What follows belongs to an exercise in optimizing a design on an open flow for small area, a short achievable clock period and few clock cycles; a production flow would make more cautious choices. The RTL was checked by simulation tests, not by an equivalence proof against the original design. No activity file was given, so power comes from the tool's default toggle rates.

==> run K <==
==> flow/design.v <==
`default_nettype none
package data_mem_pkg;
	typedef enum logic {
		op_read  = 1'b0,
		op_write = 1'b1
	} mem_op_e;
	typedef enum logic [2:0] {
		size_b  = 3'd0,
		size_h  = 3'd1,
		size_w  = 3'd2,
		size_bu = 3'd3,
		size_hu = 3'd4
	} mem_size_e;
	localparam int ROW_LO_W = $clog2((1024 / 4)) / 2;
	localparam int ROW_HI_W = $clog2((1024 / 4)) - ROW_LO_W;
	localparam int ROW_LO_N = 1 << ROW_LO_W;
	localparam int ROW_HI_N = 1 << ROW_HI_W;
	typedef struct packed {
		mem_op_e                 op;
		logic                    err;
		logic [1:0]              offs;
		logic                    half;    
		logic                    byte1;   
		logic                    sext;    
	} load_info_t;
endpackage
`default_nettype wire
`timescale 1ns/1ps
`default_nettype none
module mem_req_steer (
	input  logic                     req_op,
	input  logic [2:0]               req_size,
	input  logic [32-1:0]   req_addr,
	input  logic [32-1:0]   req_wdata,
	input  logic                     accept,
	output logic [4-1:0]    lane_we,
	output logic [4*data_mem_pkg::ROW_LO_N-1:0] lane_lo,
	output logic [4*data_mem_pkg::ROW_HI_N-1:0] lane_hi,
	output logic [4*8-1:0]  lane_wbyte,
	output data_mem_pkg::load_info_t info
);
	localparam int LO_W = data_mem_pkg::ROW_LO_W;
	localparam int HI_W = data_mem_pkg::ROW_HI_W;
	localparam int LO_N = data_mem_pkg::ROW_LO_N;
	localparam int HI_N = data_mem_pkg::ROW_HI_N;
	logic            sz_b, sz_h;
	logic            err;
	logic [1:0]      s;
	logic [LO_W-1:0] lo_a;
	logic [HI_W-1:0] hi_a;
	logic [LO_N-1:0] lo_s, lo_n;
	logic [HI_N-1:0] hi_s, hi_n;
	assign sz_b = req_size == 3'd0 || req_size == 3'd3;
	assign sz_h = req_size == 3'd1 || req_size == 3'd4;
	assign err = (|req_addr[32-1:10])
		|| (sz_h && (&req_addr[9:0]))
		|| (!sz_b && !sz_h && (&req_addr[9:2]) && (|req_addr[1:0]));
	assign s    = req_addr[1:0];
	assign lo_a = req_addr[2 +: LO_W];
	assign hi_a = req_addr[2 + LO_W +: HI_W];
	for (genvar i = 0; i < LO_N; i++) begin : g_lo
		assign lo_s[i] = lo_a == LO_W'(i);
	end
	for (genvar i = 0; i < HI_N; i++) begin : g_hi
		assign hi_s[i] = hi_a == HI_W'(i);
	end
	assign lo_n = {lo_s[LO_N-2:0], lo_s[LO_N-1]};
	assign hi_n = lo_s[LO_N-1] ? {hi_s[HI_N-2:0], hi_s[HI_N-1]} : hi_s;
	for (genvar k = 0; k < 4; k++) begin : g_lane
		logic [1:0] offs;
		logic       inc;
		logic       in_acc;
		assign offs   = 2'(k) - s;
		assign inc    = 2'(k) < s;
		assign in_acc = sz_b ? offs == 2'd0 : sz_h ? !offs[1] : 1'b1;
		assign lane_we[k]                 = accept && req_op && !err && in_acc;
		assign lane_lo[k*LO_N +: LO_N]    = inc ? lo_n : lo_s;
		assign lane_hi[k*HI_N +: HI_N]    = inc ? hi_n : hi_s;
		assign lane_wbyte[8*k +: 8]       = req_wdata[8*offs +: 8];
	end
	assign info.op    = data_mem_pkg::mem_op_e'(req_op);
	assign info.err   = err;
	assign info.offs  = s;
	assign info.half  = sz_h;
	assign info.byte1 = sz_b;
	assign info.sext  = req_size == 3'd0 || req_size == 3'd1;
endmodule
`default_nettype wire
`timescale 1ns/1ps
`default_nettype none
module mem_byte_bank (
	input  logic                                clk,
	input  logic                                we,
	input  logic [data_mem_pkg::ROW_LO_N-1:0]   lo,
	input  logic [data_mem_pkg::ROW_HI_N-1:0]   hi,
	input  logic [7:0]                          wbyte,
	output logic [7:0]                          rdata
);
	localparam int LO_N = data_mem_pkg::ROW_LO_N;
	localparam int HI_N = data_mem_pkg::ROW_HI_N;
	logic [7:0] grp [HI_N];
	for (genvar h = 0; h < HI_N; h++) begin : g_grp
		logic [7:0] row_q [LO_N];
		logic [7:0] acc   [LO_N+1];
		assign acc[0] = '0;
		for (genvar l = 0; l < LO_N; l++) begin : g_row
			always_ff @(posedge clk) begin
				if (we && hi[h] && lo[l])
					row_q[l] <= wbyte;
			end
			assign acc[l+1] = acc[l] | (row_q[l] & {8{lo[l]}});
		end
		assign grp[h] = acc[LO_N] & {8{hi[h]}};
	end
	always_comb begin
		rdata = '0;
		for (int h = 0; h < HI_N; h++)
			rdata |= grp[h];
	end
endmodule
`default_nettype wire
`timescale 1ns/1ps
`default_nettype none
module mem_load_format (
	input  logic                     clk,
	input  logic                     rst,
	input  logic                     accept,
	input  data_mem_pkg::load_info_t info,
	input  logic [4*8-1:0]  lane_data,
	output logic                     slot_free,
	output logic                     rsp_valid,
	input  logic                     rsp_ready,
	output logic                     rsp_op,
	output logic                     rsp_err,
	output logic [32-1:0]   rsp_rdata
);
	typedef struct packed {
		logic                    op;
		logic                    err;
		logic [32-1:0]  lanes;
		logic [1:0]              offs;
		logic [4-1:0]   sign_sel;   
		logic                    ext1;       
		logic                    ext2;       
	} slot_t;
	logic   valid_q;
	slot_t  main_q;
	slot_t  main_d;
	logic   zero;
	logic [1:0] sign_lane;
	logic [32-1:0] word;
	logic   sign;
	assign rsp_valid = valid_q;
	assign slot_free = !valid_q || rsp_ready;
	always_ff @(posedge clk, posedge rst) begin
		if (rst)
			valid_q <= 1'b0;
		else if (slot_free)
			valid_q <= accept;
	end
	always_ff @(posedge clk) begin
		if (accept)
			main_q <= main_d;
	end
	assign zero      = info.err || info.op == data_mem_pkg::op_write;
	assign sign_lane = info.offs + {1'b0, !info.byte1};
	assign main_d.op    = info.op;
	assign main_d.err   = info.err;
	assign main_d.lanes = zero ? '0 : lane_data;
	assign main_d.offs  = info.offs;
	for (genvar k = 0; k < 4; k++) begin : g_sel
		assign main_d.sign_sel[k] = info.sext && sign_lane == 2'(k);
	end
	assign main_d.ext1  = info.byte1;
	assign main_d.ext2  = info.byte1 || info.half;
	for (genvar j = 0; j < 4; j++) begin : g_word
		logic [1:0] lane;
		assign lane           = 2'(j) + main_q.offs;
		assign word[8*j +: 8] = main_q.lanes[8*lane +: 8];
	end
	always_comb begin
		sign = 1'b0;
		for (int k = 0; k < 4; k++)
			sign |= main_q.sign_sel[k] && main_q.lanes[8*k+7];
	end
	assign rsp_op           = main_q.op;
	assign rsp_err          = main_q.err;
	assign rsp_rdata[7:0]   = word[7:0];
	assign rsp_rdata[15:8]  = main_q.ext1 ? {8{sign}}  : word[15:8];
	assign rsp_rdata[31:16] = main_q.ext2 ? {16{sign}} : word[31:16];
endmodule
`default_nettype wire
`timescale 1ns/1ps
`default_nettype none
module data_mem (
	input  logic                   clk,
	input  logic                   rst,
	input  logic                   req_valid,
	output logic                   req_ready,
	input  logic                   req_op,
	input  logic [2:0]             req_size,
	input  logic [32-1:0] req_addr,
	input  logic [32-1:0] req_wdata,
	output logic                   rsp_valid,
	input  logic                   rsp_ready,
	output logic                   rsp_op,
	output logic                   rsp_err,
	output logic [32-1:0] rsp_rdata
);
	localparam int LO_N = data_mem_pkg::ROW_LO_N;
	localparam int HI_N = data_mem_pkg::ROW_HI_N;
	logic                     slot_free;
	logic                     accept;
	data_mem_pkg::load_info_t info;
	logic [4-1:0]    lane_we;
	logic [4*LO_N-1:0] lane_lo;
	logic [4*HI_N-1:0] lane_hi;
	logic [4*8-1:0]  lane_wbyte;
	logic [4*8-1:0]  lane_data;
	assign req_ready = slot_free;
	assign accept    = req_valid && slot_free;
	mem_req_steer i_steer (
		.req_op    (req_op),
		.req_size  (req_size),
		.req_addr  (req_addr),
		.req_wdata (req_wdata),
		.accept    (accept),
		.lane_we   (lane_we),
		.lane_lo   (lane_lo),
		.lane_hi   (lane_hi),
		.lane_wbyte(lane_wbyte),
		.info      (info)
	);
	for (genvar k = 0; k < 4; k++) begin : g_lane
		mem_byte_bank i_bank (
			.clk   (clk),
			.we    (lane_we[k]),
			.lo    (lane_lo[k*LO_N +: LO_N]),
			.hi    (lane_hi[k*HI_N +: HI_N]),
			.wbyte (lane_wbyte[8*k +: 8]),
			.rdata (lane_data[8*k +: 8])
		);
	end
	mem_load_format i_format (
		.clk       (clk),
		.rst       (rst),
		.accept    (accept),
		.info      (info),
		.lane_data (lane_data),
		.slot_free (slot_free),
		.rsp_valid (rsp_valid),
		.rsp_ready (rsp_ready),
		.rsp_op    (rsp_op),
		.rsp_err   (rsp_err),
		.rsp_rdata (rsp_rdata)
	);
endmodule
`default_nettype wire
==> flow/run.sh <==
#!/bin/bash
# synth_recipe.tcl (not shown) runs the flow's synth.tcl, then flattens the netlist and writes it again
# the make line also repeats each setting of config.mk as NAME=value (left out here)
make -C /OpenROAD-flow-scripts/flow DESIGN_CONFIG=/design/flow/config.mk WORK_HOME=/design/flow/orfs CLKGATE_MAP_FILE= SYNTH_SCRIPT=/design/flow/synth_recipe.tcl finish
==> flow/config.mk <==
export PLATFORM = sky130hd
export DESIGN_NAME = data_mem
export DESIGN_NICKNAME = data_mem
export VERILOG_FILES = /design/flow/design.v
export SDC_FILE = /design/flow/constraint.sdc
export NUM_CORES = 4
export LEC_CHECK = 0
export CAP_MARGIN = 20
export CORE_MARGIN = 2
export CORE_UTILIZATION = 40
export SETUP_SLACK_MARGIN = 2.3
export SLEW_MARGIN = 20
export TNS_END_PERCENT = 10
==> flow/constraint.sdc <==
create_clock -name core_clock -period 6.0 [get_ports {clk}]
set_input_delay 1.2000 -clock core_clock [delete_from_list [all_inputs] [get_ports {clk}]]
set_output_delay 1.2000 -clock core_clock [all_outputs]
set_load 0.01 [all_outputs]
==> run E: changes against run K <==
==> flow/design.v, changed modules only <==
module mem_load_format (
	input  logic                     clk,
	input  logic                     rst,
	input  logic                     accept,
	input  data_mem_pkg::load_info_t info,
	input  logic [4*8-1:0]  lane_data,
	output logic                     slot_free,
	output logic                     rsp_valid,
	input  logic                     rsp_ready,
	output logic                     rsp_op,
	output logic                     rsp_err,
	output logic [32-1:0]   rsp_rdata
);
	typedef struct packed {
		logic                    op;
		logic                    err;
		logic [32-1:0]  lanes;
		logic [4*2-1:0] lane_of;    
		logic [4-1:0]   fill1;      
		logic [4-1:0]   fill2;      
	} slot_t;
	logic   valid_q;
	slot_t  main_q;
	slot_t  main_d;
	logic   zero;
	logic   ext1, ext2;
	logic [1:0] sign_lane;
	logic [32-1:0] word;
	logic   sign1, sign2;
	assign rsp_valid = valid_q;
	assign slot_free = !valid_q || rsp_ready;
	always_ff @(posedge clk, posedge rst) begin
		if (rst)
			valid_q <= 1'b0;
		else if (slot_free)
			valid_q <= accept;
	end
	always_ff @(posedge clk) begin
		if (accept)
			main_q <= main_d;
	end
	assign zero      = info.err || info.op == data_mem_pkg::op_write;
	assign ext1      = info.byte1;
	assign ext2      = info.byte1 || info.half;
	assign sign_lane = info.offs + {1'b0, !info.byte1};
	assign main_d.op  = info.op;
	assign main_d.err = info.err;
	for (genvar k = 0; k < 4; k++) begin : g_lane
		logic [1:0] pos;
		logic       keep;
		logic       sign_k;
		assign pos    = 2'(k) - info.offs;
		assign keep   = !zero && !(pos == 2'd1 && ext1) && !(pos[1] && ext2);
		assign sign_k = !zero && info.sext && sign_lane == 2'(k) && lane_data[8*k+7];
		assign main_d.lanes[8*k +: 8]   = keep ? lane_data[8*k +: 8] : 8'h0;
		assign main_d.lane_of[2*k +: 2] = 2'(k) + info.offs;
		assign main_d.fill1[k]          = sign_k && ext1;
		assign main_d.fill2[k]          = sign_k && ext2;
	end
	for (genvar j = 0; j < 4; j++) begin : g_word
		logic [1:0] lane;
		assign lane           = main_q.lane_of[2*j +: 2];
		assign word[8*j +: 8] = main_q.lanes[8*lane +: 8];
	end
	assign sign1 = |main_q.fill1;
	assign sign2 = |main_q.fill2;
	assign rsp_op           = main_q.op;
	assign rsp_err          = main_q.err;
	assign rsp_rdata[7:0]   = word[7:0];
	assign rsp_rdata[15:8]  = word[15:8]  | {8{sign1}};
	assign rsp_rdata[31:16] = word[31:16] | {16{sign2}};
endmodule
Settings changed: CORE_UTILIZATION 40 to 50.
==> comparison table <==
item	run K	run E
Instance area after placement	338000 um^2	336000 um^2
Required time of the critical path	6.90 ns	6.97 ns
Result of the run	timing/DRC/antenna clean	timing/DRC/antenna clean
Total Power Consumption	123 mW	124 mW
Switching power share of the total	23.2%	23.7%
Area share of and/or/nand/nor cells after synthesis	3.89%	3.84%
CTS sink cnt	8235	8241
Initial antenna violation count	92	121
Data arrival time of the worst path	5.06 ns	5.20 ns
Count of buffers added by post-CTS timing repair for setup	107	270
First drt pass iteration count	10	14
R2r endpoint	i_format.main_q[30]	i_format.main_q[7]
Met3 Usage GRT	6.34%	14.3%
Number of buffers and inverters on the critical path	4	5
Clock buf count	992	1027
Layout clock area frac	7.01%	6.96%
Clk network pwr share	40.8%	40.6%
Vias	190000	202000
Sequential standard cell area	247000 um^2	247000 um^2
Launch point of the worst reg-to-reg path	g_lane[2].i_bank.g_grp[14].row_q[9][6]	g_lane[3].i_bank.g_grp[3].row_q[14][7]
Number of buffers inserted during clock tree synthesis	815	820
Testbench counts of run K, summed over its fixed seeds: cycles 16,008.
Testbench counts of run E, summed over its fixed seeds: cycles 16,008.

==> static timing again, ports no longer ideal <==
In the flow no input, the clock included, has a driving cell. The finished layouts below were timed again as built, in two steps. Step 1: set_driving_cell puts a clkbuf_16 on clk and a buf_2 on each other input, an assumption about the parent block. Step 2 times the ports against the registers' clock, not the clock port: input delays grow and output delays shrink by t, the midpoint of the rising clock arrivals with the driver on. Three values: no drivers, after step 1, after step 2; two values: the first two.
run | t, ns | setup WS [ns] | worst setup path at the end | slew at the worst register clock pin (ns) | worst slew at a driven data input, ns
run K | 1.286 | 1.843 / 1.859 / 0.600 | input to register | 0.07 / 0.07 | 0.76
run E | 1.296 | 1.773 / 1.512 / 0.217 | input to register | 0.07 / 0.07 | 0.50
After both steps setup and hold are still met in every run listed. For run E, which loses most, drivers alone change the setup slack by -0.261 ns; drivers and shift together by -1.556 ns.
